What follows belongs to an exercise in optimizing a design on an open flow for a short achievable clock period and few clock cycles; a production flow would make more cautious choices. The RTL was checked by simulation tests, not by an equivalence proof against the original design. Power figures rest on the tool's default switching activity, not on a simulated workload.

--- design/flow/config.mk ---
export PLATFORM = sky130hd
export DESIGN_NAME = cpu_top
export DESIGN_NICKNAME = cpu_top
export VERILOG_FILES = /design/flow/design.v
export SDC_FILE = /design/flow/constraint.sdc
export NUM_CORES = 4
export LEC_CHECK = 0
export CAP_MARGIN = 20
export CORE_MARGIN = 2
export CORE_UTILIZATION = 40
export SETUP_SLACK_MARGIN = 5
export SLEW_MARGIN = 20
--- design/flow/constraint.sdc ---
create_clock -name core_clock -period 8.5 [get_ports {clk_in}]
set_input_delay 1.7000 -clock core_clock [delete_from_list [all_inputs] [get_ports {clk_in}]]
set_output_delay 1.7000 -clock core_clock [all_outputs]
set_load 0.01 [all_outputs]
--- design/flow/design.v ---
module ks_add #(
	parameter int W = 32,
	parameter int L = 5      
) (
	input  logic [W-1:0] a,
	input  logic [W-1:0] b,
	input  logic         cin,
	output logic [W-1:0] s,
	output logic         cout
);
	logic [W-1:0] g [L+1];
	logic [W-1:0] p [L+1];
	logic [W-1:0] c;
	always_comb begin
		g[0] = a & b;
		p[0] = a ^ b;
		g[0][0] = (a[0] & b[0]) | ((a[0] ^ b[0]) & cin);
		for (int l = 0; l < L; l++) begin
			for (int i = 0; i < W; i++) begin
				if (i >= (1 << l)) begin
					g[l+1][i] = g[l][i] | (p[l][i] & g[l][i-(1<<l)]);
					p[l+1][i] = p[l][i] & p[l][i-(1<<l)];
				end else begin
					g[l+1][i] = g[l][i];
					p[l+1][i] = p[l][i];
				end
			end
		end
		c = {g[L][W-2:0], cin};
		s = (a ^ b) ^ c;
		cout = g[L][W-1];
	end
endmodule
module ks_inc #(
	parameter int W = 32,
	parameter int L = 5      
) (
	input  logic [W-1:0] a,
	output logic [W-1:0] s
);
	logic [W-1:0] p [L+1];
	always_comb begin
		p[0] = a;
		for (int l = 0; l < L; l++)
			for (int i = 0; i < W; i++)
				p[l+1][i] = (i >= (1 << l)) ? (p[l][i] & p[l][i-(1<<l)]) : p[l][i];
		s = a ^ {p[L][W-2:0], 1'b1};
	end
endmodule
module split_add #(
	parameter int LW = 18,
	parameter int HW = 14
) (
	input  logic [LW+HW-1:0] a,
	input  logic [LW+HW-1:0] b,
	input  logic             cin,
	output logic [LW-1:0]    lo,
	output logic             clo,
	output logic [HW-1:0]    hi0,
	output logic [HW-1:0]    hi1,
	output logic             co0,
	output logic             co1
);
	ks_add #(.W(LW)) lo_i (.a(a[LW-1:0]), .b(b[LW-1:0]), .cin(cin), .s(lo), .cout(clo));
	ks_add #(.W(HW)) hi0_i (.a(a[LW+HW-1:LW]), .b(b[LW+HW-1:LW]), .cin(1'b0), .s(hi0), .cout(co0));
	ks_add #(.W(HW)) hi1_i (.a(a[LW+HW-1:LW]), .b(b[LW+HW-1:LW]), .cin(1'b1), .s(hi1), .cout(co1));
endmodule
module alu (
	input  logic [32-1:0] a,
	input  logic [32-1:0] b,
	input  logic [9:0]       op,      
	output logic [17:0]      sum_lo,    
	output logic             sum_c,
	output logic [13:0]      sum_hi0,
	output logic [13:0]      sum_hi1,
	output logic [17:0]      diff_lo,
	output logic             diff_c,
	output logic [13:0]      diff_hi0,
	output logic [13:0]      diff_hi1,
	output logic [32-1:0] result,        
	output logic             eq,
	output logic             lt,
	output logic             ltu
);
	logic             nb0;
	logic             nb1;
	logic [4:0]       shamt;
	logic [32-1:0] sll_r;
	logic [32-1:0] srl_r;
	split_add add_i (.a(a), .b(b), .cin(1'b0), .lo(sum_lo), .clo(sum_c),
		.hi0(sum_hi0), .hi1(sum_hi1), .co0(), .co1());
	split_add sub_i (.a(a), .b(~b), .cin(1'b1), .lo(diff_lo), .clo(diff_c),
		.hi0(diff_hi0), .hi1(diff_hi1), .co0(nb0), .co1(nb1));
	assign eq = (a == b);
	assign ltu = !(diff_c ? nb1 : nb0);
	assign lt = (a[32-1] ^ b[32-1]) ? a[32-1] : (diff_c ? diff_hi1[13] : diff_hi0[13]);
	assign shamt = b[4:0];
	assign sll_r = a << shamt;
	assign srl_r = 32'($signed({op[4] & a[32-1], a}) >>> shamt);
	always_comb begin
		result = '0;
		if (op[2]) result = result | sll_r;
		if (op[3] | op[4]) result = result | srl_r;
		if (op[5]) result = result | (a & b);
		if (op[6]) result = result | (a | b);
		if (op[7]) result = result | (a ^ b);
	end
endmodule
module reg_file (
	input  logic             clk_in,
	input  logic [4:0]       rs1_addr,
	input  logic [4:0]       rs2_addr,
	input  logic             we,
	input  logic [4:0]       wr_addr,
	input  logic [32-1:0] wr_data,
	output logic [32-1:0] rs1_data,
	output logic [32-1:0] rs2_data
);
	logic [32-1:0] regs [1:32-1];
	always_ff @(posedge clk_in) begin
		if (we && (wr_addr != 5'd0))
			regs[wr_addr] <= wr_data;
	end
	assign rs1_data = (rs1_addr == 5'd0) ? '0 : regs[rs1_addr];
	assign rs2_data = (rs2_addr == 5'd0) ? '0 : regs[rs2_addr];
endmodule
module cpu_top (
	input  logic               clk_in,
	input  logic               rst_in,
	input  logic               rdy_in,
	input  logic [7:0]         mem_din,
	output logic [7:0]         mem_dout,
	output logic [18-1:0] mem_a,
	output logic               mem_wr
);
	localparam logic [6:0] OP_LUI    = 7'b0110111;
	localparam logic [6:0] OP_AUIPC  = 7'b0010111;
	localparam logic [6:0] OP_JAL    = 7'b1101111;
	localparam logic [6:0] OP_JALR   = 7'b1100111;
	localparam logic [6:0] OP_BRANCH = 7'b1100011;
	localparam logic [6:0] OP_LOAD   = 7'b0000011;
	localparam logic [6:0] OP_STORE  = 7'b0100011;
	localparam logic [6:0] OP_IMM    = 7'b0010011;
	localparam logic [6:0] OP_REG    = 7'b0110011;
	typedef enum logic [2:0] {
		st_idle, st_decode, st_execute, st_memory, st_resolve
	} state_e;
	logic               cur_fetch;
	logic               cur_load;
	logic               prv_fetch;
	logic               prv_load;
	logic [18-1:0] prv_a;       
	localparam int CW = 4;           
	localparam int TW = 18 - 2 - CW;
	logic [32-1:0]   fpc;         
	logic [18-1:2] ipc;         
	logic [1:0]         icnt;        
	logic [2:0]         ahead;       
	logic [23:0]        asm_b;       
	logic [(1<<CW)-1:0] c_valid;
	logic [TW-1:0]      c_tag  [1<<CW];
	logic [31:0]        c_data [1<<CW];
	state_e             state;
	logic [31:0]        ir;
	logic [32-1:0]   pc;
	logic [32-1:0]   pc4;
	logic [32-1:0]   op_a;
	logic [32-1:0]   op_b;
	logic [32-1:0]   sdata;
	logic [17:0]        tgt_lo;      
	logic               tgt_c;
	logic [13:0]        tgt_hi0;
	logic [13:0]        tgt_hi1;
	logic [32-1:0]   tgt;
	logic [32-1:0]   res;
	logic [17:0]        r_sum_lo;    
	logic               r_sum_c;
	logic [13:0]        r_sum_hi0;
	logic [13:0]        r_sum_hi1;
	logic [32-1:0]   r_sum;
	logic               r_use_sum;
	logic [17:0]        r_diff_lo;   
	logic               r_diff_c;
	logic [13:0]        r_diff_hi0;
	logic [13:0]        r_diff_hi1;
	logic [32-1:0]   r_diff;
	logic               r_use_diff;
	logic [32-1:0]   wb_raw;
	logic [9:0]         alu_op;
	logic [2:0]         x_f3;
	logic [4:0]         x_rd;
	logic               x_wr;
	logic               x_ld;
	logic               x_st;
	logic               x_br;
	logic               x_jalr;
	logic               x_link;
	logic               x_jal;
	logic               br_q;        
	logic [1:0]         m_left;      
	logic [23:0]        me_data;     
	logic               w_valid;     
	logic               fwd1;
	logic               fwd2;
	logic [32-1:0]   rs1_v;
	logic [32-1:0]   rs2_v;
	logic [1:0]         m_idx;       
	logic [1:0]         m_last;      
	logic [17:0]      sum_lo;
	logic             sum_c;
	logic [13:0]      sum_hi0;
	logic [13:0]      sum_hi1;
	logic [32-1:0] alu_res;
	logic [17:0]      diff_lo;
	logic             diff_c;
	logic [13:0]      diff_hi0;
	logic [13:0]      diff_hi1;
	logic             eq;
	logic             lt;
	logic             ltu;
	logic             r_eq;
	logic             r_lt;
	logic             r_ltu;
	logic             r_slt;
	logic             r_sltu;
	logic             br_taken;
	logic [32-1:0] wb_data;
	logic [6:0]         opc;
	logic [2:0]         f3;
	logic               d_lui, d_auipc, d_jal, d_jalr, d_br, d_ld, d_st, d_imm, d_reg;
	logic [32-1:0]   imm_i, imm_s, imm_b, imm_u, imm_j;
	logic [32-1:0]   rs1_data;
	logic [32-1:0]   rs2_data;
	logic [17:0]        d_tgt_lo;
	logic               d_tgt_c;
	logic [13:0]        d_tgt_hi0;
	logic [13:0]        d_tgt_hi1;
	logic [9:0]         d_alu;
	logic               alt;
	logic [32-1:2]   fpc_inc;
	logic [32-1:2]   pc_inc;
	logic [18-1:2] ipc_inc;
	logic [18-1:0] mem_a_inc;
	assign opc = ir[6:0];
	assign f3 = ir[14:12];
	assign d_lui = (opc == OP_LUI);
	assign d_auipc = (opc == OP_AUIPC);
	assign d_jal = (opc == OP_JAL);
	assign d_jalr = (opc == OP_JALR);
	assign d_br = (opc == OP_BRANCH);
	assign d_ld = (opc == OP_LOAD);
	assign d_st = (opc == OP_STORE);
	assign d_imm = (opc == OP_IMM);
	assign d_reg = (opc == OP_REG);
	assign imm_i = {{20{ir[31]}}, ir[31:20]};
	assign imm_s = {{20{ir[31]}}, ir[31:25], ir[11:7]};
	assign imm_b = {{19{ir[31]}}, ir[31], ir[7], ir[30:25], ir[11:8], 1'b0};
	assign imm_u = {ir[31:12], 12'b0};
	assign imm_j = {{11{ir[31]}}, ir[31], ir[19:12], ir[20], ir[30:21], 1'b0};
	split_add tgt_add_i (.a(pc), .b(ir[3] ? imm_j : imm_b), .cin(1'b0), .lo(d_tgt_lo), .clo(d_tgt_c),
		.hi0(d_tgt_hi0), .hi1(d_tgt_hi1), .co0(), .co1());
	ks_inc #(.W(32-2)) fpc_inc_i (.a(fpc[32-1:2]), .s(fpc_inc));
	ks_inc #(.W(32-2)) pc_inc_i (.a(pc[32-1:2]), .s(pc_inc));
	ks_inc #(.W(18-2)) ipc_inc_i (.a(ipc), .s(ipc_inc));
	ks_inc #(.W(18)) mem_a_inc_i (.a(mem_a), .s(mem_a_inc));
	assign alt = ir[30] && (d_reg || (f3 == 3'b101));
	always_comb begin
		d_alu = '0;
		if (d_imm || d_reg) begin
			case (f3)
				3'b000:  d_alu[alt ? 1 : 0] = 1'b1;
				3'b001:  d_alu[2] = 1'b1;
				3'b010:  d_alu[8] = 1'b1;
				3'b011:  d_alu[9] = 1'b1;
				3'b100:  d_alu[7] = 1'b1;
				3'b101:  d_alu[alt ? 4 : 3] = 1'b1;
				3'b110:  d_alu[6] = 1'b1;
				default: d_alu[5] = 1'b1;
			endcase
		end else begin
			d_alu[0] = 1'b1;
		end
	end
	reg_file reg_file_i (
		.clk_in   (clk_in),
		.rs1_addr (ir[19:15]),
		.rs2_addr (ir[24:20]),
		.we       (w_valid && x_wr),
		.wr_addr  (x_rd),
		.wr_data  (wb_data),
		.rs1_data (rs1_data),
		.rs2_data (rs2_data)
	);
	alu alu_i (
		.a            (op_a),
		.b            (op_b),
		.op           (alu_op),
		.sum_lo       (sum_lo),
		.sum_c        (sum_c),
		.sum_hi0      (sum_hi0),
		.sum_hi1      (sum_hi1),
		.diff_lo      (diff_lo),
		.diff_c       (diff_c),
		.diff_hi0     (diff_hi0),
		.diff_hi1     (diff_hi1),
		.result       (alu_res),
		.eq           (eq),
		.lt           (lt),
		.ltu          (ltu)
	);
	assign r_sum = {r_sum_c ? r_sum_hi1 : r_sum_hi0, r_sum_lo};
	assign r_diff = {r_diff_c ? r_diff_hi1 : r_diff_hi0, r_diff_lo};
	assign tgt = {tgt_c ? tgt_hi1 : tgt_hi0, tgt_lo};
	always_comb begin
		wb_raw = r_use_sum ? r_sum : r_use_diff ? r_diff :
			r_slt ? 32'(r_lt) : r_sltu ? 32'(r_ltu) : res;
		wb_data = wb_raw;
		if (x_ld) begin
			case (x_f3)
				3'b000:  wb_data = {{24{res[7]}}, res[7:0]};
				3'b001:  wb_data = {{16{res[15]}}, res[15:0]};
				default: wb_data = res;
			endcase
		end
	end
	assign fwd1 = w_valid && x_wr && (x_rd != 5'd0) && (x_rd == ir[19:15]);
	assign fwd2 = w_valid && x_wr && (x_rd != 5'd0) && (x_rd == ir[24:20]);
	assign rs1_v = fwd1 ? wb_data : rs1_data;
	assign rs2_v = fwd2 ? wb_data : rs2_data;
	logic               redirect;
	logic [32-1:0]   redirect_pc;
	logic               mem_start;
	logic               mem_more;
	logic               accept;
	logic               hit_f;
	logic               hit_i;
	logic               fill;
	logic               arrive_f;
	logic               take;
	logic               skip;
	logic               issue;
	logic               ipc_step;
	logic [31:0]        f_word;
	always_comb begin
		case (x_f3)
			3'b000:  br_taken = r_eq;
			3'b001:  br_taken = !r_eq;
			3'b100:  br_taken = r_lt;
			3'b101:  br_taken = !r_lt;
			3'b110:  br_taken = r_ltu;
			3'b111:  br_taken = !r_ltu;
			default: br_taken = 1'b0;
		endcase
		br_q = x_jalr || (x_br && br_taken);
	end
	assign redirect = ((state == st_execute) && x_jal) || ((state == st_resolve) && br_q);
	assign redirect_pc = x_jalr ? {r_sum[32-1:1], 1'b0} : tgt;
	assign mem_more = (m_left != 2'd0);
	assign mem_start = (state == st_execute) && (x_ld || x_st) && !mem_more;
	assign accept = (state == st_idle) ||
		((state == st_execute) && ((x_wr && !x_ld && !x_link) || (x_st && !mem_more))) ||
		((state == st_resolve) && !br_q) ||
		((state == st_memory) && prv_load && (m_idx == m_last));
	always_comb begin
		hit_f = 1'b0;
		hit_i = 1'b0;
		for (int k = 0; k < (1 << CW); k++) begin
			hit_f = hit_f | (c_valid[k] && (fpc[CW+1:2] == CW'(k)) && (c_tag[k] == fpc[18-1:CW+2]));
			hit_i = hit_i | (c_valid[k] && (ipc[CW+1:2] == CW'(k)) && (c_tag[k] == ipc[18-1:CW+2]));
		end
	end
	assign fill = prv_fetch && (prv_a[1:0] == 2'd3);
	assign arrive_f = fill && (prv_a[18-1:2] == fpc[18-1:2]);
	assign f_word = arrive_f ? {mem_din, asm_b} : c_data[fpc[CW+1:2]];
	assign take = accept && (hit_f || arrive_f);
	assign skip = hit_i && !ahead[2];
	assign issue = !hit_i && !ahead[2] && !mem_start && !mem_more;
	assign ipc_step = skip || (issue && icnt == 2'd3);
	always_ff @(posedge clk_in) begin
		if (rst_in)
			c_valid <= '0;
		else if (fill)
			c_valid[prv_a[CW+1:2]] <= 1'b1;
	end
	always_ff @(posedge clk_in) begin
		if (fill) begin
			c_tag[prv_a[CW+1:2]] <= prv_a[18-1:CW+2];
			c_data[prv_a[CW+1:2]] <= {mem_din, asm_b};
		end
	end
	always_ff @(posedge clk_in) begin
		if (rst_in) begin
			mem_a <= 32'h0000_0000;
			mem_wr <= 1'b0;
			cur_fetch <= 1'b1;
			cur_load <= 1'b0;
			prv_fetch <= 1'b0;
			prv_load <= 1'b0;
			fpc <= 32'h0000_0000;
			ipc <= '0;
			icnt <= 2'd1;
			ahead <= 3'b001;
			m_left <= 2'd0;
			w_valid <= 1'b0;
			state <= st_idle;
			mem_dout <= '0;
			ir <= '0;
			pc <= '0;
			pc4 <= '0;
			op_a <= '0;
			op_b <= '0;
			sdata <= '0;
			tgt_lo <= '0;
			tgt_c <= 1'b0;
			tgt_hi0 <= '0;
			tgt_hi1 <= '0;
			r_sum_lo <= '0;
			r_sum_c <= 1'b0;
			r_sum_hi0 <= '0;
			r_sum_hi1 <= '0;
			r_diff_lo <= '0;
			r_diff_c <= 1'b0;
			r_diff_hi0 <= '0;
			r_diff_hi1 <= '0;
			res <= '0;
		end else if (rdy_in) begin
			prv_fetch <= cur_fetch && !redirect;
			prv_load <= cur_load;
			prv_a <= mem_a;
			if (prv_fetch)
				case (prv_a[1:0])
					2'd0: asm_b[7:0] <= mem_din;
					2'd1: asm_b[15:8] <= mem_din;
					2'd2: asm_b[23:16] <= mem_din;
					default: ;
				endcase
			if (accept) begin
				ir <= f_word;
				pc <= fpc;
			end
			if (take) begin
				fpc <= {fpc_inc, fpc[1:0]};
			end
			if (redirect) begin
				fpc <= redirect_pc;
				ipc <= redirect_pc[18-1:2];
				ahead <= 3'b001;
				if (mem_more) begin
					icnt <= 2'd0;
					mem_a <= mem_a_inc;
					mem_dout <= me_data[7:0];
					me_data <= me_data >> 8;
					cur_fetch <= 1'b0;
				end else begin
					icnt <= 2'd1;
					mem_a <= {redirect_pc[18-1:2], 2'b00};
					mem_wr <= 1'b0;
					cur_fetch <= 1'b1;
					cur_load <= 1'b0;
				end
			end else begin
				if (ipc_step && !take)
					ahead <= {ahead[1:0], 1'b0};
				else if (take && !ipc_step)
					ahead <= {1'b0, ahead[2:1]};
				if (ipc_step)
					ipc <= ipc_inc;
				if (skip)
					icnt <= 2'd0;
				else if (issue)
					icnt <= icnt + 2'd1;
				if (mem_start) begin
					mem_a <= sum_lo;
					mem_wr <= x_st;
					mem_dout <= sdata[7:0];
					me_data <= sdata[31:8];
					cur_fetch <= 1'b0;
					cur_load <= x_ld;
				end else if (mem_more) begin
					mem_a <= mem_a_inc;
					mem_dout <= me_data[7:0];
					me_data <= me_data >> 8;
					cur_fetch <= 1'b0;
				end else if (issue) begin
					mem_a <= {ipc, icnt};
					mem_wr <= 1'b0;
					cur_fetch <= 1'b1;
					cur_load <= 1'b0;
				end else begin
					mem_wr <= 1'b0;
					cur_fetch <= 1'b0;
					cur_load <= 1'b0;
				end
			end
			if (mem_more)
				m_left <= m_left - 2'd1;
			w_valid <= 1'b0;
			if (prv_load) begin
				res[8*m_idx +: 8] <= mem_din;
				m_idx <= m_idx + 2'd1;
			end
			case (state)
				st_idle: begin
					state <= take ? st_decode : st_idle;
				end
				st_decode: begin
					op_a <= d_lui ? '0 : d_auipc ? pc : rs1_v;
					op_b <= (d_reg || d_br) ? rs2_v :
						(d_lui || d_auipc) ? imm_u :
						d_st ? imm_s : imm_i;
					sdata <= rs2_v;
					tgt_lo <= d_tgt_lo;
					tgt_c <= d_tgt_c;
					tgt_hi0 <= d_tgt_hi0;
					tgt_hi1 <= d_tgt_hi1;
					pc4 <= {pc_inc, pc[1:0]};
					alu_op <= d_alu;
					x_f3 <= f3;
					x_rd <= ir[11:7];
					x_wr <= d_lui || d_auipc || d_jal || d_jalr || d_ld || d_imm || d_reg;
					x_ld <= d_ld;
					x_st <= d_st;
					x_br <= d_br;
					x_jalr <= d_jalr;
					x_link <= d_jal || d_jalr;
					x_jal <= d_jal;
					state <= st_execute;
				end
				st_execute: begin
					if (!((x_ld || x_st) && mem_more)) begin
						res <= x_link ? pc4 : x_ld ? '0 : alu_res;
						r_sum_lo <= sum_lo;
						r_sum_c <= sum_c;
						r_sum_hi0 <= sum_hi0;
						r_sum_hi1 <= sum_hi1;
						r_use_sum <= alu_op[0] && !x_link && !x_ld;
						r_diff_lo <= diff_lo;
						r_diff_c <= diff_c;
						r_diff_hi0 <= diff_hi0;
						r_diff_hi1 <= diff_hi1;
						r_use_diff <= alu_op[1];
						m_idx <= 2'd0;
						if (x_ld || x_st)
							m_left <= (x_f3[1:0] == 2'b00) ? 2'd0 : (x_f3[1:0] == 2'b01) ? 2'd1 : 2'd3;
						m_last <= (x_f3[1:0] == 2'b00) ? 2'd0 : (x_f3[1:0] == 2'b01) ? 2'd1 : 2'd3;
						w_valid <= x_wr && !x_ld;
						r_eq <= eq;
						r_lt <= lt;
						r_ltu <= ltu;
						r_slt <= alu_op[8];
						r_sltu <= alu_op[9];
						if (x_ld)
							state <= st_memory;
						else if (x_br || x_jalr)
							state <= st_resolve;
						else
							state <= take ? st_decode : st_idle;
					end
				end
				st_memory: begin
					if (prv_load && m_idx == m_last) begin
						w_valid <= 1'b1;
						state <= take ? st_decode : st_idle;
					end
				end
				st_resolve: begin
					state <= take ? st_decode : st_idle;
				end
				default: state <= st_idle;
			endcase
		end
	end
endmodule
--- design/flow/flow/run.sh ---
#!/bin/bash
# The standard layout, with timing repair aimed past the clock period's own slack
# (the constraints stay the design's; only how hard repair_timing works changes)
set -euo pipefail
MARGIN=6.3
bash standard.sh SETUP_SLACK_MARGIN=$MARGIN finish > standard_finish.log 2>&1
--- design/flow/standard.sh ---
#!/bin/bash
# synth_recipe.tcl (not shown) runs the flow's synth.tcl, then flattens the netlist and writes it again
# the make line also repeats each setting of config.mk as NAME=value (left out here)
make -C /OpenROAD-flow-scripts/flow DESIGN_CONFIG=/design/flow/config.mk WORK_HOME=/design/flow/orfs CLKGATE_MAP_FILE= SYNTH_SCRIPT=/design/flow/synth_recipe.tcl "${@:-finish}"
==> qor.yml, run 1 <==
outcome: "timing/DRC/antenna clean"
h-tree-depth: 4
cap_violations: 0
root_buffer: "clkbuf_16"
hpwl_um: 228000
p_per_area_nw_per_um2: 172
p_comb_frac: 0.133
clkTransAtPathRegs_ns: 0.07
skew_ns: 0.115
busiest_layer: "met2"
initial_core_util: 0.402
slew_violations: 0
relSlewSlack: 0.173
synth-async-reset-ratio: 0
grt_max_degree: 94
route.vias.total: 87000
drc: 0
multi_input_area_um2: 54400
vdd_ir_drop_max_mv: 0.211
die_area_um2: 285000
core-area_um2: 279000
gp_congestion: 0.968
ys_warn_count: 15
syn_nets: 8322
hold_viol_final: 0
use_met2: 0.471
critPathLaunchType: "flip-flop"
final-seq-area_um2: 64000
ys_types: 83
p_switching_mw: 6.69
internal_power_mw: 19.6
max_clock_freq_mhz: 306
worst_pin_slew_ns: 1.22
portBuffers: 37
p_clk_frac: 0.405
first_iter_violations: 13300
io_pins: 38
syn_area_um2: 112000
cts_tree: "built"
post_drt_wl_per_cell_um: 36.2
syn_avg_cell_area_um2: 13.8
dp.cells: 11500
setup-tns-final_ns: 0
switching_share: 0.254
synth-edff-count: 1798
rsz0062_at_grt: "true"
clk_latency_ns: 0.97
crit_fanout: 3
grt_pass1_vias: 82000
setup-violations-final: 0
use_met1: 0.397
cts_buffers: 247
holdWs_ns: 0.423
crit_path_end_kind: "flip-flop"
drive_above_1_share: 0.438
ys_ff_latch: 2279
clk_path_buf_depth: 4
use_met3: 0.0844
required_ns: 9.14
crit_type: "reg -> reg"
fin_crit_ns: 3.27
hp-class: "reg -> reg"
viasPerCell: 6.62
grtUsageTotal: 0.310
p_seq_frac: 0.462
postCtsHoldBufs: 0
first_pass_iters: 9
die_x_um: 533
antenna_found_initial: 15
grt_pass1_wl_um: 631000
wirelength_um: 476000
critPathArrivalTime_ns: 3.91
fin_crit_sh: 0.384
p_leak_nw: 50.9
detail-route-antenna-nets: 0
synthFlopType: "edfxtp_1"
grt_overflow: 0
die_h_um: 533
fin_nets: 9384
fillCellCount: 21400
post-route-util: 0.548
rows: 194
syn_inst: 8153
cts.sink_count: 2279
ys_seq_area_frac: 0.567
synthToLayoutAreaGrowth_pct: 36.4
final_cell_count_no_fill: 13100
state kept, by name (all words and copies together), names as in the netlist, 14 cells and up, named ones only:
name	count
reg_file_i.regs	992
c_data	512
c_tag	192
fpc	32
ir	32
op_a	32
op_b	32
pc4	32
pc	32
res	32
sdata	32
asm_b	24
me_data	24
mem_a	18
prv_a	18
r_sum_lo	18
r_diff_lo	17
tgt_lo	17
c_valid	16
ipc	16
r_sum_hi0	14
r_sum_hi1	14
tgt_hi0	14
tgt_hi1	14
stage by stage:
step / power, mW / area (um^2) / setup slack, ns
after CTS: 25.8 / 146000 / 5.24
after detailed placement: 14.4 / 117000 / 3.79
final: 26.3 / 153000 / 5.23
after floorplan: 13.7 / 114000 / 5.05
after global routing: 26.8 / 153000 / 5.19
after global placement: 14.4 / 117000 / 3.87
critical path, stage by stage (launching register included):
cell,delay [ns]
dfxtp_4,0.36
buf_12,0.10
clkinvlp_4,0.15
ha_2,0.26
or3_4,0.39
a21oi_4,0.18
o31ai_4,0.09
a21oi_2,0.19
o21ai_2,0.11
a2111oi_4,0.36
o41a_1,0.31
buf_4,0.18
mux2i_1,0.22
o21ai_2,0.11
layer usage:
metal / routed length, um / share of wire
met1: 167000 / 0.35
met2: 209000 / 0.44
met3: 61500 / 0.13
met4: 38500 / 0.081
met5: 260 / 0.00055
cell usage after synthesis, drive strengths merged, types with 182 or more instances:
library cell / number / share of area
a211oi: 306 / 0.020
dfxtp: 481 / 0.086
nand2: 530 / 0.018
a21oi: 484 / 0.022
clkbuf: 448 / 0.015
edfxtp: 1798 / 0.48
mux2i: 224 / 0.020
o21ai: 225 / 0.010
nor2: 620 / 0.021
buf: 182 / 0.0077
mux4: 788 / 0.16
xnor2: 450 / 0.035
power groups by stage:
stage          clock network (mW)  logic, mW  registers [mW]
3_3_place_gp                    0       2.00            12.4
4_1_cts                      10.7       3.04            12.1
5_1_grt                      11.1       3.58            12.1
2_1_floorplan                   0       1.43            12.3
6_report                     10.7       3.51            12.1
3_5_place_dp                    0       2.01            12.4
area by class of cell:
cell class	instances	share of cell area
sequential	2279	0.419
multi-input combinational	5094	0.356
timing repair buffer	1413	0.137
clock buffer	334	0.0446
tap	3724	0.0305
clock inverter	115	0.00649
inverter	168	0.00620
timing repair inverter	12	0.000695
antenna	8	0.000131
layout by cell type, fill, tap and decap left out, types with 111 or more instances in the layout:
| cell type | count |
|---|---|
| edfxtp_1 | 1798 |
| mux4_2 | 788 |
| buf_4 | 553 |
| nor2_1 | 487 |
| nand2_1 | 452 |
| xnor2_1 | 401 |
| dfxtp_1 | 341 |
| clkbuf_16 | 293 |
| buf_12 | 293 |
| a21oi_1 | 269 |
| buf_6 | 231 |
| buf_16 | 190 |
| a211oi_2 | 172 |
| a21oi_2 | 160 |
| a211oi_1 | 129 |
| mux2i_1 | 128 |
| nand4_1 | 111 |
cell families (layout without fill, tap and decap cells):
| kind of cell | after synthesis | in the layout | share of synthesized area |
|---|---|---|---|
| other | 0 | 8 | 0 |
| and+or+nand+nor | 1821 | 1829 | 0.0750 |
| buffers and inverters | 798 | 2042 | 0.0283 |
| AOI/OAI and AO/OA | 1481 | 1491 | 0.0846 |
| adders and majority gates | 158 | 158 | 0.0182 |
| muxes | 1053 | 1053 | 0.182 |
| xor gates and xnor gates | 563 | 563 | 0.0440 |
| DFF | 2279 | 2279 | 0.567 |
path summary, 6_finish.rpt:
kind | startpoint | to | slack (ns) | depth (start not counted)
max | op_b[4] | r_lt | 5.23 | 13
min | alu_op[9] | r_sltu | 0.42 | 0
max reg2reg | op_b[4] | r_lt | 5.23 | 13
min reg2reg | alu_op[9] | r_sltu | 0.42 | 0
repair_timing:
| action | 4_1_cts | 5_1_grt |
|---|---|---|
| pin swaps | 504 | 529 |
| setup endpoints to repair | 3255 | 2352 |
| cloned | 204 | 63 |
| buffers inserted | 668 | 268 |
| resized for setup | 2185 | 842 |
Testbench counts, summed over its fixed seeds: cycles 116,109.
==> run 2: changes to the inputs <==
--- a/design/flow/design.v
+++ b/design/flow/design.v
@@ -156,5 +156,5 @@
 	logic [18-1:2] ipc;         
 	logic [1:0]         icnt;        
-	logic [2:0]         ahead;       
+	logic [3:0]         ahead;       
 	logic [23:0]        asm_b;       
 	logic [(1<<CW)-1:0] c_valid;
@@ -374,6 +374,6 @@
 	assign f_word = arrive_f ? {mem_din, asm_b} : c_data[fpc[CW+1:2]];
 	assign take = accept && (hit_f || arrive_f);
-	assign skip = hit_i && !ahead[2];
-	assign issue = !hit_i && !ahead[2] && !mem_start && !mem_more;
+	assign skip = hit_i && !ahead[3];
+	assign issue = !hit_i && !ahead[3] && !mem_start && !mem_more;
 	assign ipc_step = skip || (issue && icnt == 2'd3);
 	always_ff @(posedge clk_in) begin
@@ -400,5 +400,5 @@
 			ipc <= '0;
 			icnt <= 2'd1;
-			ahead <= 3'b001;
+			ahead <= 4'b0001;
 			m_left <= 2'd0;
 			w_valid <= 1'b0;
@@ -424,4 +424,21 @@
 			r_diff_hi1 <= '0;
 			res <= '0;
+			r_eq <= 1'b0;
+			r_lt <= 1'b0;
+			r_ltu <= 1'b0;
+			r_slt <= 1'b0;
+			r_sltu <= 1'b0;
+			r_use_sum <= 1'b0;
+			r_use_diff <= 1'b0;
+			alu_op <= '0;
+			x_f3 <= '0;
+			x_rd <= '0;
+			x_wr <= 1'b0;
+			x_ld <= 1'b0;
+			x_st <= 1'b0;
+			x_br <= 1'b0;
+			x_jalr <= 1'b0;
+			x_jal <= 1'b0;
+			x_link <= 1'b0;
 		end else if (rdy_in) begin
 			prv_fetch <= cur_fetch && !redirect;
@@ -445,5 +462,5 @@
 				fpc <= redirect_pc;
 				ipc <= redirect_pc[18-1:2];
-				ahead <= 3'b001;
+				ahead <= 4'b0001;
 				if (mem_more) begin
 					icnt <= 2'd0;
@@ -461,7 +478,7 @@
 			end else begin
 				if (ipc_step && !take)
-					ahead <= {ahead[1:0], 1'b0};
+					ahead <= {ahead[2:0], 1'b0};
 				else if (take && !ipc_step)
-					ahead <= {1'b0, ahead[2:1]};
+					ahead <= {1'b0, ahead[3:1]};
 				if (ipc_step)
 					ipc <= ipc_inc;
==> run 2 against run 1 <==
  * Still clean
  * Clock power is essentially flat
  * Synthesized cell count grew 1.3%
  * Synthesized area grew 0.91%
  * Global-route usage grew 2.2 points
==> qor.yml, run 2 <==
outcome: "timing/DRC/antenna clean"
largest_register_ffs: 992  # unchanged
slew_violations: 0  # unchanged
worst-r2r-cell-count: 13  # unchanged
skew_ns: 0.0939  # -0.0213 ns
grt_pass1_vias: 85800  # +4.6%
fin_crit_sh: 0.382  # -0.00266
portBuffers: 37  # unchanged
final_common_cell: "edfxtp_1"
synthFlopType: "edfxtp_1"
ys_ff_latch: 2280  # +0.044%
cap_violations: 0  # unchanged
grt_max_degree: 100  # +6.4%
cts.sink_count: 2280  # +0.044%
syn_inst: 8262  # +1.3%
first_pass_iters: 9  # unchanged
ys_seq_area_frac: 0.560  # -0.00777
fin_nets: 9657  # +2.9%
hold_path_startpoint: "tgt_hi1[7]"
viasPerCell: 6.76  # +2.2%
clk_latency_ns: 0.95  # -0.02 ns
r2r-start: "op_b[0]"
first_iter_violations: 14500  # +9.1%
synthToLayoutAreaGrowth_pct: 40.1
min_to: "tgt_hi1[7]"
detail-route-antenna-nets: 0  # unchanged
rsz0062_at_grt: "true"
setup-violations-final: 0  # unchanged
die_x_um: 536  # +0.45%
synth-edff-count: 1766  # -1.8%
crit_path_end_kind: "flip-flop"
required_ns: 9.24  # +0.10 ns
synth_top_area_share: 0.469  # -0.0128
worst_pin_slew_ns: 1.19  # -0.0313 ns
initial_core_util: 0.401  # about the same
total_power_mw: 24.5  # -6.9%
core-area_um2: 282000  # +0.95%
hp-class: "reg -> reg"
antenna_found_initial: 22  # +7
die_h_um: 536  # +0.45%
syn_avg_cell_area_um2: 13.7  # -0.42%
grt_pass1_wl_um: 673000  # +6.7%
fin_crit_ns: 3.24  # -0.0226 ns
setup-tns-final_ns: 0  # unchanged
vdd_ir_drop_max_mv: 0.182  # -14%
p_leak_nw: 50.7  # -0.42%
h-tree-depth: 4  # unchanged
top_register: "reg_file_i.regs"
critPathLaunchType: "flip-flop"
cts_buffers: 244  # -1.2%
hold_viol_final: 0  # unchanged
max_clock_freq_mhz: 308  # +0.70%
rows: 195  # +0.52%
clkTransAtPathRegs_ns: 0.07  # about the same
postCtsHoldBufs: 0  # unchanged
wirelength_um: 510000  # +7.1%
p_clk_frac: 0.442  # +0.037
final_cell_mix: "edfxtp_1, mux4_2, buf_4"
critPathArrivalTime_ns: 3.99  # +0.08 ns
gp_congestion: 0.967  # -0.14%
ys_types: 94  # +13%
post_drt_wl_per_cell_um: 38.0  # +4.8%
crit_type: "reg -> reg"
relSlewSlack: 0.195  # +0.0214
synth-async-reset-ratio: 0  # unchanged
synth_area_leaders: "edfxtp_1, mux4_2, dfxtp_1"
hold_path_depth: 2  # +2
clk_path_buf_depth: 4  # unchanged
p_comb_frac: 0.070  # -0.063
crit_fanout: 6  # +3
die_area_um2: 287000  # +0.90%
p_switching_mw: 5.62  # -16%
ys_warn_count: 15  # unchanged
grtUsageTotal: 0.332  # +0.0222
route.vias.total: 90800  # +4.4%
switching_share: 0.230  # -0.0247
hpwl_um: 235000  # +2.9%
syn_area_um2: 113000  # +0.91%
cts_tree: "built"
p_per_area_nw_per_um2: 155  # -10%
p_seq_frac: 0.488  # +0.026
yosysTopAreaCell: "edfxtp_1"
yosysMostFrequentCell: "edfxtp_1"
drc: 0  # unchanged
syn_nets: 8431  # +1.3%
drive_above_1_share: 0.463  # +0.0259
grt_overflow: 0  # unchanged
synthTopCellsByCount: "edfxtp_1, mux4_2, nor2_1"
internal_power_mw: 18.9  # -3.8%
root_buffer: "clkbuf_16"
io_pins: 38  # unchanged
r2r_slack_ns: 5.26  # +0.02 ns
r2r_end: "res[17]"
[run 2: kinds of logic after synthesis]
logic type | count (synthesis) | share of synthesized area
DFF | 2280 | 0.560
buffers and inverters | 815 | 0.0297
xor gates and xnor gates | 562 | 0.0435
adders and majority gates | 158 | 0.0181
muxes | 1057 | 0.183
and+or+nand+nor | 1885 | 0.0775
AOI/OAI and AO/OA | 1505 | 0.0884
[run 2: through the flow]
step | hold WS (ns) | std cells | util | area (um^2) | worst slack, ns
after floorplan | 0.417 | 8262 | - | 116000 | 5.21
after global placement | 0.433 | 11600 | 0.421 | 119000 | 3.61
after detailed placement | 0.440 | 11600 | 0.421 | 119000 | 3.58
after CTS | 0.440 | 13100 | 0.533 | 150000 | 5.33
after global routing | 0.465 | 13400 | 0.563 | 159000 | 5.25
final | 0.453 | 13400 | 0.563 | 159000 | 5.26
[run 2: critical path: stages, from the launching register on]
cell and delay (ns):
dfxtp_4 0.39, buf_12 0.15, buf_8 0.13, buf_16 0.13, buf_6 0.10, buf_6 0.08
mux4_2 0.51, mux4_2 0.57, o21ai_2 0.16, nand4_1 0.22, a221oi_2 0.35, nor3_1 0.09
a21oi_1 0.16, nor2_1 0.06
[run 2: power by group through the flow]
stage | Clock (mW) | Sequential [mW] | Combinational (mW)
after floorplan | 0 | 12.2 | 0.628
after global placement | 0 | 12.2 | 0.877
after detailed placement | 0 | 12.2 | 0.881
after CTS | 10.8 | 12.0 | 1.47
after global routing | 11.3 | 12.0 | 1.72
final | 10.8 | 12.0 | 1.71
[run 2: cell type report]
cell class | instances | area [um^2]
fill | 21000 | 123000
sequential | 2280 | 63800
multi-input combinational | 5177 | 57100
timing repair buffer | 1561 | 23700
clock buffer | 318 | 6710
tap | 3743 | 4680
clock inverter | 121 | 1230
inverter | 175 | 922
timing repair inverter | 49 | 395
antenna | 12 | 30.0
[run 2: repair_timing]
item / CTS / global route
resized for setup: 2472 / 976
endpoints found under the setup margin: 3199 / 2691
buffers inserted: 762 / 290
cloned: 281 / 49
pin swaps: 602 / 574
[run 2: how the worst max path moves through the flow]
stage	slack [ns]	start	endpoint	depth (start not counted)
final	5.26	op_b[0]	res[17]	13
after global routing	5.25	fpc[15]	fpc[17]	14
after CTS	5.33	mem_a[17]	mem_a[17]	1
after detailed placement	3.58	rdy_in	alu_op[7]	9
after global placement	3.61	rdy_in	alu_op[1]	9
after floorplan	5.21	rst_in	asm_b[10]	6
[run 2: layer usage]
layer	share of wire	routed length, um	GRT usage
met1	0.34	171000	0.413
met2	0.43	222000	0.500
met3	0.14	70700	0.0997
met4	0.091	46500	0.224
met5	0.00037	190	0.00466
Testbench counts of run 2, summed over its fixed seeds: cycles 115,859.
==> run 3: changes to the inputs <==
--- a/design/flow/config.mk
+++ b/design/flow/config.mk
@@ -8,5 +8,6 @@
 export CAP_MARGIN = 20
 export CORE_MARGIN = 2
-export CORE_UTILIZATION = 40
+export CORE_UTILIZATION = 60
+export PLACE_DENSITY = 0.75
 export SETUP_SLACK_MARGIN = 5
 export SLEW_MARGIN = 20
==> run 3 against run 2 <==
  * The run now fails in 5_1_grt
  * Synthesized cell count did not move
  * Synthesized area did not move
==> qor.yml, run 3 <==
outcome: "aborted with a tool error"
lastStage: "5_1_grt"
toolErrorMsg: "[ERROR GRT-0232] Routing congestion too high. Check the congestion heatmap in the GUI."
syn_nets: 8431  # unchanged
die_h_um: 438  # -18%
ys_types: 94  # unchanged
io_pins: 38  # unchanged
rows: 159  # -18%
gp_congestion: 1.07  # +10%
grt_max_degree: 92
grtUsageTotal: 0.679
place_area_um2: 117000  # -1.4%
yosysMostFrequentCell: "edfxtp_1"
synthTopCellsByCount: "edfxtp_1, mux4_2, nor2_1"
portBuffers: 37  # unchanged
synth-async-reset-ratio: 0  # unchanged
ys_seq_area_frac: 0.560  # unchanged
clk_path_buf_depth: 3  # -1
synth-edff-count: 1766  # unchanged
synth_top_area_share: 0.469  # unchanged
grt_overflow: 164
cts.sink_count: 2280  # unchanged
root_buffer: "clkbuf_16"
cts_buffers: 226  # -7.4%
hpwl_um: 237000  # +0.79%
initial_core_util: 0.603  # +0.202
h-tree-depth: 4  # unchanged
yosysTopAreaCell: "edfxtp_1"
ys_ff_latch: 2280  # unchanged
syn_inst: 8262  # unchanged
ys_warn_count: 15  # unchanged
synthFlopType: "edfxtp_1"
synth_area_leaders: "edfxtp_1, mux4_2, dfxtp_1"
die_x_um: 438  # -18%
syn_area_um2: 113000  # unchanged
syn_avg_cell_area_um2: 13.7  # unchanged
run 3: cell families after synthesis:
kind of cell               after synthesis  share of synthesized area
DFF                                   2280                      0.560
and+or+nand+nor                       1885                     0.0775
AOI/OAI and AO/OA                     1505                     0.0884
muxes                                 1057                      0.183
buffers and inverters                  815                     0.0297
xor gates and xnor gates               562                     0.0435
adders and majority gates              158                     0.0181
run 3: metal layers:
metal,GRT usage,GRT overflow
met5,0.267,0
met4,0.633,95
met3,0.500,2
met2,0.845,66
met1,0.709,1
run 3: worst max-delay path by stage:
stage | slack, ns | to
2_1_floorplan | 5.21 | asm_b[10]
3_3_place_gp | 3.30 | op_b[18]
3_5_place_dp | 3.27 | op_b[19]
4_1_cts | 5.27 | mem_a[4]
run 3: power groups by stage:
stage,combinational [mW],sequential (mW),clock (mW)
2_1_floorplan,0.628,12.2,0
3_3_place_gp,0.857,12.2,0
3_5_place_dp,0.864,12.2,0
4_1_cts,1.46,11.9,10.1
run 3: timing repair:
| action | in CTS |
|---|---|
| hold buffers | 0 |
| resized for setup | 2477 |
| pin swaps | 623 |
| setup buffers | 788 |
| setup endpoints to repair | 3277 |
| gates cloned | 233 |
run 3: stage by stage:
stage / hold slack (ns) / power (mW) / worst slack [ns] / utilization / cells
CTS: 0.441 / 23.5 / 5.27 / 0.783 / 11800
detailed placement: 0.440 / 13.1 / 3.27 / 0.623 / 10300
global placement: 0.429 / 13.1 / 3.30 / 0.623 / 10300
floorplan: 0.417 / 12.8 / 5.21 / - / 8262
==> run 4: changes to the inputs <==
--- a/design/flow/config.mk
+++ b/design/flow/config.mk
@@ -8,6 +8,5 @@
 export CAP_MARGIN = 20
 export CORE_MARGIN = 2
-export CORE_UTILIZATION = 60
-export PLACE_DENSITY = 0.75
+export CORE_UTILIZATION = 50
 export SETUP_SLACK_MARGIN = 5
 export SLEW_MARGIN = 20
==> run 4 against run 3 <==
  * Now clean on timing, DRC and antenna
  * Synthesized cell count did not move
  * Synthesized area did not move
==> qor.yml, run 4 <==
initial_core_util: 0.503  # -0.100
die_h_um: 480  # +9.5%
skew_ns: 0.0968
die_area_um2: 230000
first_pass_iters: 16
ys_warn_count: 15  # unchanged
critPathLaunchType: "flip-flop"
cts_tree: "built"
hold_viol_final: 0
synthToLayoutAreaGrowth_pct: 37.8
viasPerCell: 7.23
first_iter_violations: 14500
cts.sink_count: 2280  # unchanged
synth-adder-area-share: 0.0181  # unchanged
post-route-util: 0.693
grt_max_degree: 96
drive_above_1_share: 0.460
relSlewSlack: 0.117
grtUsageTotal: 0.404
fin_nets: 9583
cts_buffers: 237  # +4.9%
synth_area_leaders: "edfxtp_1, mux4_2, dfxtp_1"
syn_inst: 8262  # unchanged
worst_pin_slew_ns: 1.32
synth_mux_area_frac: 0.183  # unchanged
yosys.area_share.simple: 0.0775  # unchanged
synth_top_family_by_area: "multiplexers"
syn_nets: 8431  # unchanged
detail-route-antenna-nets: 0
syn_area_um2: 113000  # unchanged
crit_fanout: 8
io_pins: 38  # unchanged
gp_congestion: 1.01  # -5.7%
root_buffer: "clkbuf_16"
ys_types: 94  # unchanged
fillCellCount: 14300
yosysMostFrequentCell: "edfxtp_1"
grt_overflow: 0
dp.cells: 10900  # +5.0%
ys_ff_latch: 2280  # unchanged
setup-tns-final_ns: 0
p_per_area_nw_per_um2: 157
fin_ws_ns: 5.10
fin_crit_sh: 0.401
antenna_found_initial: 24
clk_path_buf_depth: 3  # unchanged
top_register: "reg_file_i.regs"
synth-compound-area-share: 0.0884  # unchanged
slew_violations: 0
hp-class: "reg -> reg"
hpwl_um: 243000  # +2.5%
p_leak_nw: 49.9
crit_path_end_kind: "flip-flop"
syn_avg_cell_area_um2: 13.7  # unchanged
fin_crit_ns: 3.40
rows: 174  # +9.4%
postCtsHoldBufs: 0  # unchanged
grt_pass1_wl_um: 655000
h-tree-depth: 4  # unchanged
outcome: "timing/DRC/antenna clean"
vdd_ir_drop_max_mv: 0.211
crit_type: "reg -> reg"
ys_seq_area_frac: 0.560  # unchanged
clkTransAtPathRegs_ns: 0.06
clk_latency_ns: 0.93
synthTopCellsByCount: "edfxtp_1, mux4_2, nor2_1"
max_clock_freq_mhz: 294
grt_pass1_vias: 84800
holdWs_ns: 0.454
core-area_um2: 225000
yosysTopAreaCell: "edfxtp_1"
final_cell_mix: "edfxtp_1, mux4_2, buf_4"
cap_violations: 0
synth_top_area_share: 0.469  # unchanged
required_ns: 9.28
wirelength_um: 506000
die_x_um: 480  # +9.5%
route.vias.total: 91300
drc: 0
setup-violations-final: 0
synth-xor-area-share: 0.0435  # unchanged
pre_cts_slack_ns: 3.35  # +0.0781 ns
rsz0062_at_grt: "true"
synth-edff-count: 1766  # unchanged
portBuffers: 37  # unchanged
synth-async-reset-ratio: 0  # unchanged
largest_register_ffs: 992
critPathArrivalTime_ns: 4.19
synthFlopType: "edfxtp_1"
post_drt_wl_per_cell_um: 40.1
final_cell_count_no_fill: 12600
final_common_cell: "edfxtp_1"
run 4: path summary, 6_finish.rpt:
| check | from | endpoint | slack, ns | depth (start not counted) |
|---|---|---|---|---|
| setup reg to reg | ipc[17] | mem_a[12] | 5.10 | 14 |
| hold reg to reg | tgt_hi0[13] | tgt_hi0[13] | 0.45 | 2 |
| hold / removal | tgt_hi0[13] | tgt_hi0[13] | 0.45 | 2 |
| setup / recovery | ipc[17] | mem_a[12] | 5.10 | 14 |
run 4: per-layer routing:
metal	part of all wire	track usage	wire length, um
met5	0.0014	0.000829	705
met3	0.15	0.141	74700
met1	0.34	0.517	172000
met4	0.091	0.247	46200
met2	0.42	0.593	213000
run 4: through the flow:
step                      total power [mW]  cell area (um^2)
final                                 24.5            156000
after global placement                13.1            118000
after CTS                             24.2            147000
after global routing                  24.9            156000
after floorplan                       12.8            116000
after detailed placement              13.1            118000
run 4: critical path: stages, from the launching register on:
cell and delay, ns:
dfxtp_4 0.61, buf_4 0.32, xnor2_1 0.15, nand4_1 0.18, nor4_4 0.41, nor4_1 0.08
and4_4 0.23, nor2b_4 0.15, o41ai_4 0.24, buf_4 0.20, buf_12 0.11, buf_12 0.13
buf_4 0.11, nor2_2 0.06, o32ai_2 0.28
run 4: power by group:
part           total [mW]  internal (mW)  leakage, nW  switching, mW
Clock                10.8           6.07         3.87           4.75
Combinational        1.68          0.755         27.3          0.928
Sequential           12.0           11.9         18.7         0.0751
run 4: area by class of cell:
| cell class | count | area [um^2] | share of cell area |
|---|---|---|---|
| tap | 2992 | 3740 | 0.0240 |
| sequential | 2280 | 63700 | 0.409 |
| timing repair buffer | 1483 | 21600 | 0.139 |
| timing repair inverter | 52 | 420 | 0.00270 |
| antenna | 17 | 42.5 | 0.000273 |
| inverter | 175 | 937 | 0.00601 |
| clock inverter | 147 | 1700 | 0.0109 |
| clock buffer | 294 | 6300 | 0.0404 |
| multi-input combinational | 5185 | 57500 | 0.368 |
run 4: cells by family after synthesis:
family                     count (synthesis)
AOI/OAI and AO/OA                       1505
xor gates and xnor gates                 562
adders and majority gates                158
buffers and inverters                    815
DFF                                     2280
muxes                                   1057
and+or+nand+nor                         1885
run 4: repair_timing:
item,in CTS,in global routing
gates resized for setup,2338,1021
cloned,222,86
setup endpoints to repair,3298,2426
hold endpoints to repair,0,0
pin swaps,585,588
buffers inserted,692,304
==> run 5: changes to the inputs <==
--- a/design/flow/design.v
+++ b/design/flow/design.v
@@ -69,4 +69,5 @@
 	input  logic [32-1:0] a,
 	input  logic [32-1:0] b,
+	input  logic [4:0]       shamt_n,   
 	input  logic [9:0]       op,      
 	output logic [17:0]      sum_lo,    
@@ -95,5 +96,5 @@
 	assign ltu = !(diff_c ? nb1 : nb0);
 	assign lt = (a[32-1] ^ b[32-1]) ? a[32-1] : (diff_c ? diff_hi1[13] : diff_hi0[13]);
-	assign shamt = b[4:0];
+	assign shamt = ~shamt_n;
 	assign sll_r = a << shamt;
 	assign srl_r = 32'($signed({op[4] & a[32-1], a}) >>> shamt);
@@ -198,4 +199,5 @@
 	logic               x_jal;
 	logic               br_q;        
+	logic [4:0]         shamt_n;     
 	logic [1:0]         m_left;      
 	logic [23:0]        me_data;     
@@ -293,4 +295,5 @@
 	);
 	alu alu_i (
+		.shamt_n      (shamt_n),
 		.a            (op_a),
 		.b            (op_b),
@@ -371,5 +374,5 @@
 	end
 	assign fill = prv_fetch && (prv_a[1:0] == 2'd3);
-	assign arrive_f = fill && (prv_a[18-1:2] == fpc[18-1:2]);
+	assign arrive_f = fill && (prv_a[CW+1:2] == fpc[CW+1:2]);
 	assign f_word = arrive_f ? {mem_din, asm_b} : c_data[fpc[CW+1:2]];
 	assign take = accept && (hit_f || arrive_f);
@@ -527,4 +530,5 @@
 						d_st ? imm_s : imm_i;
 					sdata <= rs2_v;
+					shamt_n <= ~(d_reg ? rs2_v[4:0] : ir[24:20]);
 					tgt_lo <= d_tgt_lo;
 					tgt_c <= d_tgt_c;
--- a/design/flow/config.mk
+++ b/design/flow/config.mk
@@ -8,5 +8,5 @@
 export CAP_MARGIN = 20
 export CORE_MARGIN = 2
-export CORE_UTILIZATION = 50
+export CORE_UTILIZATION = 40
 export SETUP_SLACK_MARGIN = 5
 export SLEW_MARGIN = 20
==> run 5 against run 4 <==
  * Still clean
  * Maximum frequency is 1.5% higher
  * Routed wire length down 0.22%
  * Synthesized cell count grew 1.8%
  * First-iteration DRC count decreased by 0.65%
  * Core utilization decreased by 13 points
  * Critical endpoint is now fpc[3]
  * Highest routed layer unchanged
==> qor.yml, run 5 <==
crit_fanout: 7  # -1
wirelength_met1_um: 172000  # about the same
outcome: "timing/DRC/antenna clean"
rsz0062_at_grt: "true"
largest_register_ffs: 992  # unchanged
syn_avg_cell_area_um2: 13.3  # -2.7%
portBuffers: 37  # unchanged
grt_pass1_vias: 87000  # +2.6%
holdWs_ns: 0.454  # -0.000167 ns
worst_pin_slew_ns: 1.25  # -0.0714 ns
required_ns: 9.41  # +0.13 ns
syn_area_um2: 112000  # -0.96%
fin_crit_sh: 0.395  # -0.00594
dp.cells: 11700  # +7.9%
ys_seq_area_frac: 0.564  # +0.00426
synth_top_area_share: 0.475  # +0.00588
ys_types: 84  # -11%
p_leak_nw: 52.9  # +5.9%
post-route-util: 0.564  # -0.129
fillCellCount: 20600  # +44%
ys_warn_count: 15  # unchanged
hold_path_startpoint: "tgt_hi0[3]"
cpPeakStageDelay_ns: 0.54  # -0.07 ns
detail-route-antenna-nets: 0  # unchanged
place_area_um2: 117000  # -0.30%
io_pins: 38  # unchanged
clk_latency_ns: 0.98  # +0.05 ns
drive_above_1_share: 0.459  # -0.000561
core-area_um2: 279000  # +24%
postCtsHoldBufs: 0  # unchanged
post_drt_wl_per_cell_um: 37.1  # -7.4%
die_area_um2: 284000  # +24%
synthToLayoutAreaGrowth_pct: 40.4
first_iter_violations: 14400  # -0.65%
final_cell_count_no_fill: 13600  # +7.7%
syn_nets: 8577  # +1.7%
hold_path_depth: 2  # unchanged
ys_ff_latch: 2271  # -0.39%
r2r-start: "fpc[17]"
synth-edff-count: 1771  # +0.28%
clk_path_buf_depth: 4  # +1
yosysMostFrequentCell: "edfxtp_1"
worst-r2r-cell-count: 15  # +1
synthFlopType: "edfxtp_1"
route.vias.total: 92600  # +1.4%
hp-class: "reg -> reg"
wirelength_um: 505000  # -0.22%
setup-violations-final: 0  # unchanged
initial_core_util: 0.402  # -0.101
grt_overflow: 0  # unchanged
grt_pass1_wl_um: 667000  # +1.8%
synth_area_leaders: "edfxtp_1, mux4_2, dfxtp_1"
syn_inst: 8409  # +1.8%
die_x_um: 533  # +11%
relSlewSlack: 0.168  # +0.0516
cts_tree: "built"
met3_length_um: 72200  # -3.4%
vdd_ir_drop_max_mv: 0.206  # -2.0%
cp-startpoint: "fpc[17]"
min_to: "tgt_hi0[3]"
crit_chain: "buf_12 -> buf_4 -> buf_4 -> xnor2_1 -> nand3_1 -> or4_4 -> o41ai_4 -> or4_4 -> o41ai_4 -> buf_6 -> a21oi_4 -> buf_6 -> buf_12 -> mux2_2 -> nor2_1"
hold_viol_final: 0  # unchanged
crit_path_end_kind: "flip-flop"
first_pass_iters: 13  # -3
cap_violations: 0  # unchanged
die_h_um: 533  # +11%
critPathArrivalTime_ns: 4.26  # +0.07 ns
slew_violations: 0  # unchanged
cts.sink_count: 2271  # -0.39%
yosysTopAreaCell: "edfxtp_1"
cp_slowest_cell: "or4_4"
gp_congestion: 0.971  # -3.6%
highest_layer: "met5"
top_register: "reg_file_i.regs"
critPathLaunchType: "flip-flop"
p_per_area_nw_per_um2: 163  # +3.8%
grtUsageTotal: 0.328  # -0.0761
grt_max_degree: 89  # -7.3%
final_common_cell: "edfxtp_1"
max_clock_freq_mhz: 298  # +1.5%
cts_buffers: 241  # +1.7%
r2r_slack_ns: 5.15  # +0.05 ns
root_buffer: "clkbuf_16"
synth-async-reset-ratio: 0  # unchanged
wl_met2_um: 217000  # +1.7%
clkTransAtPathRegs_ns: 0.07  # about the same
skew_ns: 0.0939  # -0.00287 ns
crit_type: "reg -> reg"
fin_crit_ns: 3.35  # -0.0505 ns
h-tree-depth: 4  # unchanged
final_cell_mix: "edfxtp_1, mux4_2, buf_4"
drc: 0  # unchanged
rows: 194  # +11%
hpwl_um: 237000  # -2.2%
r2r_end: "fpc[3]"
synthTopCellsByCount: "edfxtp_1, mux4_2, nor2_1"
fin_nets: 9824  # +2.5%
fin_area_um2: 157000  # +0.87%
viasPerCell: 6.81  # -5.9%
antenna_found_initial: 25  # +4.2%
setup-tns-final_ns: 0  # unchanged
## run 5: cell count changes in the layout (fill, tap and decap cells not counted), moves of 62 or more
cell | previous run | this run
xor2_1 | 204 | 84
mux2_4 | 7 | 69
xnor2_1 | 280 | 421
buf_6 | 281 | 358
mux4_2 | 806 | 664
mux2i_1 | 118 | 200
o21ai_0 | 77 | 149
buf_4 | 565 | 644
## run 5: cell type report
cell class              instances  area [um^2]  area share
diodes                         15         37.5    0.000239
clock buffers                 320         6720      0.0427
clock inverters               130         1320     0.00840
inverters                     174          826     0.00525
multi-input cells            5326        57200       0.363
flip-flops and latches       2271        63600       0.404
well taps                    3724         4660      0.0296
repair buffers               1619        22800       0.145
repair inverters               23          173     0.00110
## run 5: logic make-up (layout without fill, tap and decap cells)
group,after synthesis,after routing,synth area share
other cells,0,15,0
xor+xnor,550,550,0.0430
simple gates,1816,1836,0.0733
mux,1052,1052,0.170
compound gates,1722,1731,0.102
flops,2271,2271,0.564
fa+ha+maj,157,157,0.0181
buf+inv,841,2266,0.0296
## run 5: power breakdown
group | switching, mW | internal, mW | leakage, nW
clock | 4.75 | 6.10 | 3.91
combinational | 1.52 | 1.21 | 28.4
sequential | 0.107 | 11.9 | 20.5
## run 5: routing by layer
layer | up-vias | track usage
met5 | - | 0.00217
li1 | 35500 | -
met3 | 2553 | 0.105
met2 | 7944 | 0.494
met4 | 24 | 0.204
met1 | 46600 | 0.411
## run 5: worst max-delay path by stage
stage	endpoint	slack (ns)
after floorplan	asm_b[10]	5.24
after global placement	r_sum_hi1[0]	3.62
after detailed placement	r_sum_hi1[0]	3.62
after CTS	fpc[9]	5.25
after global routing	ipc[6]	5.11
final	fpc[3]	5.15
## run 5: critical path: cells and delay by family (launching register included)
family                    cells  cell delay [ns]
xor gates and xnor gates      1             0.15
DFF                           1             0.36
muxes                         1             0.35
buffers and inverters         6             0.91
and+or+nand+nor               4             1.01
AOI/OAI and AO/OA             3             0.49
## run 5: per-stage QoR
step                      setup slack (ns)  power, mW
after floorplan                       5.24       13.2
after global placement                3.62       13.7
after detailed placement              3.62       13.7
after CTS                             5.25       25.2
after global routing                  5.11       26.0
final                                 5.15       25.6
## run 5: what timing repair did
| action | in CTS | in global routing |
|---|---|---|
| buffers inserted | 860 | 291 |
| endpoints found under the setup margin | 3203 | 2215 |
| pin swaps | 662 | 611 |
| gates cloned | 226 | 41 |
| gates resized for setup | 2511 | 1056 |
Testbench counts of run 5, summed over its fixed seeds: cycles 115,859.
==> run 6: changes to the inputs <==
--- a/design/flow/design.v
+++ b/design/flow/design.v
@@ -69,4 +69,6 @@
 	input  logic [32-1:0] a,
 	input  logic [32-1:0] b,
+	input  logic [32-1:0] an,        
+	input  logic [32-1:0] bn,
 	input  logic [4:0]       shamt_n,   
 	input  logic [9:0]       op,      
@@ -91,5 +93,5 @@
 	split_add add_i (.a(a), .b(b), .cin(1'b0), .lo(sum_lo), .clo(sum_c),
 		.hi0(sum_hi0), .hi1(sum_hi1), .co0(), .co1());
-	split_add sub_i (.a(a), .b(~b), .cin(1'b1), .lo(diff_lo), .clo(diff_c),
+	split_add sub_i (.a(a), .b(bn), .cin(1'b1), .lo(diff_lo), .clo(diff_c),
 		.hi0(diff_hi0), .hi1(diff_hi1), .co0(nb0), .co1(nb1));
 	assign eq = (a == b);
@@ -97,13 +99,13 @@
 	assign lt = (a[32-1] ^ b[32-1]) ? a[32-1] : (diff_c ? diff_hi1[13] : diff_hi0[13]);
 	assign shamt = ~shamt_n;
-	assign sll_r = a << shamt;
-	assign srl_r = 32'($signed({op[4] & a[32-1], a}) >>> shamt);
+	assign sll_r = (~an) << shamt;
+	assign srl_r = 32'($signed({op[4] & !an[32-1], ~an}) >>> shamt);
 	always_comb begin
 		result = '0;
 		if (op[2]) result = result | sll_r;
 		if (op[3] | op[4]) result = result | srl_r;
-		if (op[5]) result = result | (a & b);
-		if (op[6]) result = result | (a | b);
-		if (op[7]) result = result | (a ^ b);
+		if (op[5]) result = result | ~(an | bn);
+		if (op[6]) result = result | ~(an & bn);
+		if (op[7]) result = result | (an ^ bn);
 	end
 endmodule
@@ -200,4 +202,8 @@
 	logic               br_q;        
 	logic [4:0]         shamt_n;     
+	logic [32-1:0]   op_an;       
+	logic [32-1:0]   op_bn;       
+	logic [32-1:0]   d_a;
+	logic [32-1:0]   d_b;
 	logic [1:0]         m_left;      
 	logic [23:0]        me_data;     
@@ -295,4 +301,6 @@
 	);
 	alu alu_i (
+		.an           (op_an),
+		.bn           (op_bn),
 		.shamt_n      (shamt_n),
 		.a            (op_a),
@@ -327,4 +335,6 @@
 		end
 	end
+	assign d_a = d_lui ? '0 : d_auipc ? pc : rs1_v;
+	assign d_b = (d_reg || d_br) ? rs2_v : (d_lui || d_auipc) ? imm_u : d_st ? imm_s : imm_i;
 	assign fwd1 = w_valid && x_wr && (x_rd != 5'd0) && (x_rd == ir[19:15]);
 	assign fwd2 = w_valid && x_wr && (x_rd != 5'd0) && (x_rd == ir[24:20]);
@@ -413,4 +423,6 @@
 			op_a <= '0;
 			op_b <= '0;
+			op_an <= '0;
+			op_bn <= '0;
 			sdata <= '0;
 			tgt_lo <= '0;
@@ -525,8 +537,8 @@
 				end
 				st_decode: begin
-					op_a <= d_lui ? '0 : d_auipc ? pc : rs1_v;
-					op_b <= (d_reg || d_br) ? rs2_v :
-						(d_lui || d_auipc) ? imm_u :
-						d_st ? imm_s : imm_i;
+					op_a <= d_a;
+					op_b <= d_b;
+					op_an <= ~d_a;
+					op_bn <= ~d_b;
 					sdata <= rs2_v;
 					shamt_n <= ~(d_reg ? rs2_v[4:0] : ir[24:20]);
==> run 6 against run 5 <==
  * Synthesized area is 2.4% higher
  * Synthesized cell count up 3.2%
  * Die area is 2.4% higher
  * Worst hold slack worse by 0.0059 ns
  * Cell count increased by 0.50%
  * Register-to-register slack better by 0.04 ns
==> qor.yml, run 6 <==
p_clk_frac: 0.413  # -0.011
antenna_found_initial: 15  # -40%
largest_register_ffs: 992  # unchanged
viasPerCell: 6.67  # -2.0%
syn_area_um2: 115000  # +2.4%
rows: 196  # +1.0%
crit_path_end_kind: "flip-flop"
synth-edff-count: 1771  # unchanged
hp-class: "reg -> reg"
die_h_um: 540  # +1.2%
slew_violations: 0  # unchanged
grt_pass1_wl_um: 672000  # +0.68%
switching_share: 0.251  # +0.00173
vdd_ir_drop_max_mv: 0.197  # -4.5%
yosysMostFrequentCell: "edfxtp_1"
synth-adder-area-share: 0.0212  # +0.00307
crit_fanout: 6  # -1
ys_types: 82  # -2.4%
ys_seq_area_frac: 0.563  # -0.00138
p_leak_nw: 53.6  # +1.5%
synth-async-reset-ratio: 0  # unchanged
core-area_um2: 285000  # +2.3%
critPathLaunchType: "flip-flop"
drive_above_1_share: 0.419  # -0.0406
critPathArrivalTime_ns: 4.12  # -0.14 ns
portBuffers: 37  # unchanged
clk_latency_ns: 0.96  # -0.02 ns
cap_violations: 0  # unchanged
crit_chain: "buf_12 -> xnor2_1 -> nand4_1 -> nor4_1 -> or4_4 -> or4_4 -> or4_4 -> buf_6 -> a21boi_4 -> o31a_1 -> o32ai_2"
synth_top_area_share: 0.464  # -0.0110
synthFlopType: "edfxtp_1"
post_drt_wl_per_cell_um: 36.2  # -2.6%
fin_nets: 9894  # +0.71%
skew_ns: 0.0626  # -0.0313 ns
clkTransAtPathRegs_ns: 0.07  # about the same
ys_ff_latch: 2338  # +3.0%
synthToLayoutAreaGrowth_pct: 35.6
cts_tree: "built"
syn_avg_cell_area_um2: 13.2  # -0.85%
io_pins: 38  # unchanged
postCtsHoldBufs: 0  # unchanged
die_x_um: 540  # +1.2%
ys_warn_count: 15  # unchanged
setup-tns-final_ns: 0  # unchanged
clk_path_buf_depth: 4  # unchanged
grt_pass1_vias: 87200  # +0.18%
pre_cts_slack_ns: 3.18  # -0.440 ns
synth_top_family_by_area: "multiplexers"
wirelength_um: 494000  # -2.1%
hold_viol_final: 0  # unchanged
path_buf_inv: 2  # -4
synth_mux_area_frac: 0.167  # -0.00277
syn_nets: 8882  # +3.6%
required_ns: 9.31  # -0.10 ns
p_comb_frac: 0.122  # +0.016
p_switching_mw: 6.69  # +4.9%
grt_overflow: 0  # unchanged
gp_congestion: 0.958  # -1.3%
die_area_um2: 291000  # +2.4%
fin_crit_sh: 0.389  # -0.00514
initial_core_util: 0.402  # +0.000440
internal_power_mw: 20.0  # +4.0%
max_clock_freq_mhz: 302  # +1.3%
syn_inst: 8682  # +3.2%
cts_buffers: 243  # +0.83%
final_common_cell: "edfxtp_1"
yosys.area_share.simple: 0.0776  # +0.00435
final_cell_mix: "edfxtp_1, mux4_2, buf_4"
h-tree-depth: 4  # unchanged
fin_crit_ns: 3.31  # -0.0437 ns
route.vias.total: 91100  # -1.6%
outcome: "timing/DRC/antenna clean"
rsz0062_at_grt: "true"
drc: 0  # unchanged
relSlewSlack: 0.146  # -0.0220
top_register: "reg_file_i.regs"
grtUsageTotal: 0.323  # -0.00486
synthTopCellsByCount: "edfxtp_1, mux4_2, nand2_1"
p_seq_frac: 0.465  # -0.005
grt_max_degree: 95  # +6.7%
p_per_area_nw_per_um2: 172  # +5.4%
setup-violations-final: 0  # unchanged
cp_common_cell: "or4_4"
cpPeakStageDelay_ns: 0.56  # +0.02 ns
first_pass_iters: 8  # -5
critical_path.top_delay_family: "simple AND/OR/NAND/NOR gates"
synth_area_leaders: "edfxtp_1, mux4_2, dfxtp_1"
synth-compound-area-share: 0.102  # -0.000268
root_buffer: "clkbuf_16"
cp_slowest_cell: "or4_4"
crit_type: "reg -> reg"
synth-xor-area-share: 0.0405  # -0.00245
fin_ws_ns: 5.19  # +0.0437 ns
first_iter_violations: 14100  # -2.5%
cts.sink_count: 2338  # +3.0%
yosysTopAreaCell: "edfxtp_1"
hpwl_um: 254000  # +6.9%
worst_pin_slew_ns: 1.28  # +0.0329 ns
detail-route-antenna-nets: 0  # unchanged
==> run 6: power groups by stage <==
stage | Clock (mW) | Sequential, mW | Combinational (mW)
floorplan | 0 | 12.6 | 1.15
finish | 11.0 | 12.4 | 3.25
detailed placement | 0 | 12.7 | 1.70
CTS | 11.0 | 12.4 | 2.85
global placement | 0 | 12.7 | 1.69
global route | 11.5 | 12.4 | 3.29
==> run 6: worst paths after layout <==
check / startpoint / cells after the start / endpoint / slack (ns)
max reg2reg: fpc[8] / 11 / ahead[1] / 5.19
min reg2reg: r_diff_hi0[10] / 2 / r_diff_hi0[10] / 0.45
max: fpc[8] / 11 / ahead[1] / 5.19
min: r_diff_hi0[10] / 2 / r_diff_hi0[10] / 0.45
==> run 6: area by class of cell <==
| cell class | instances | area (um^2) |
|---|---|---|
| Fill cell | 22100 | 130000 |
| Sequential cell | 2338 | 64900 |
| Multi-Input combinational cell | 5533 | 57600 |
| Timing Repair Buffer | 1417 | 19500 |
| Clock buffer | 321 | 6560 |
| Tap cell | 3762 | 4710 |
| Clock inverter | 129 | 1440 |
| Inverter | 155 | 676 |
| Timing Repair inverter | 6 | 50.0 |
| Antenna cell | 9 | 22.5 |
==> run 6: what timing repair did <==
item                       in CTS  in global routing
setup endpoints to repair    3004               1768
hold endpoints to repair        0                  0
pin swaps                     515                582
gates cloned                  177                 21
buffers inserted              708                267
gates resized for setup      2207                885
==> run 6: kinds of logic (layout without fill, tap and decap cells) <==
family                   after synthesis  count (layout)
flip-flops                          2338            2338
AND/OR/NAND/NOR                     1949            1962
AO/OA/AOI/OAI                       1769            1784
multiplexers                        1067            1067
buffers and inverters                839            2028
XOR/XNOR                             531             531
adder cells (fa/ha/maj)              189             189
other                                  0               9
==> run 6: metrics by stage <==
| stage | hold slack (ns) | cell area, um^2 | std cells | total power [mW] | util |
|---|---|---|---|---|---|
| floorplan | 0.427 | 117000 | 8682 | 13.7 | - |
| global placement | 0.438 | 120000 | 12000 | 14.4 | 0.421 |
| detailed placement | 0.440 | 120000 | 12000 | 14.4 | 0.421 |
| CTS | 0.448 | 149000 | 13400 | 26.3 | 0.521 |
| global route | 0.469 | 156000 | 13700 | 27.2 | 0.545 |
| finish | 0.448 | 156000 | 13700 | 26.7 | 0.545 |
==> run 6: per-layer routing <==
metal / up-vias / GRT usage / part of all wire
met5: - / 0 / 0.00044
met4: 18 / 0.215 / 0.084
met3: 1901 / 0.0938 / 0.13
met2: 6919 / 0.485 / 0.43
met1: 46200 / 0.407 / 0.35
li1: 36000 / - / -
==> run 6: worst min-delay path, delay by kind of cell, from the launching register on <==
kind	cells	cell delay (ns)
and+or+nand+nor	1	0.05
DFF	1	0.31
AOI/OAI and AO/OA	1	0.05
Testbench counts of run 6, summed over its fixed seeds: cycles 115,859.

Setup slack of run 6, layout unchanged: 5.189 ns with ideal ports, 5.189 ns with driving cells assumed (clock clkbuf_16, inputs buf_2), 4.686 ns with port delays also shifted by the 1.018 ns mid clock arrival.
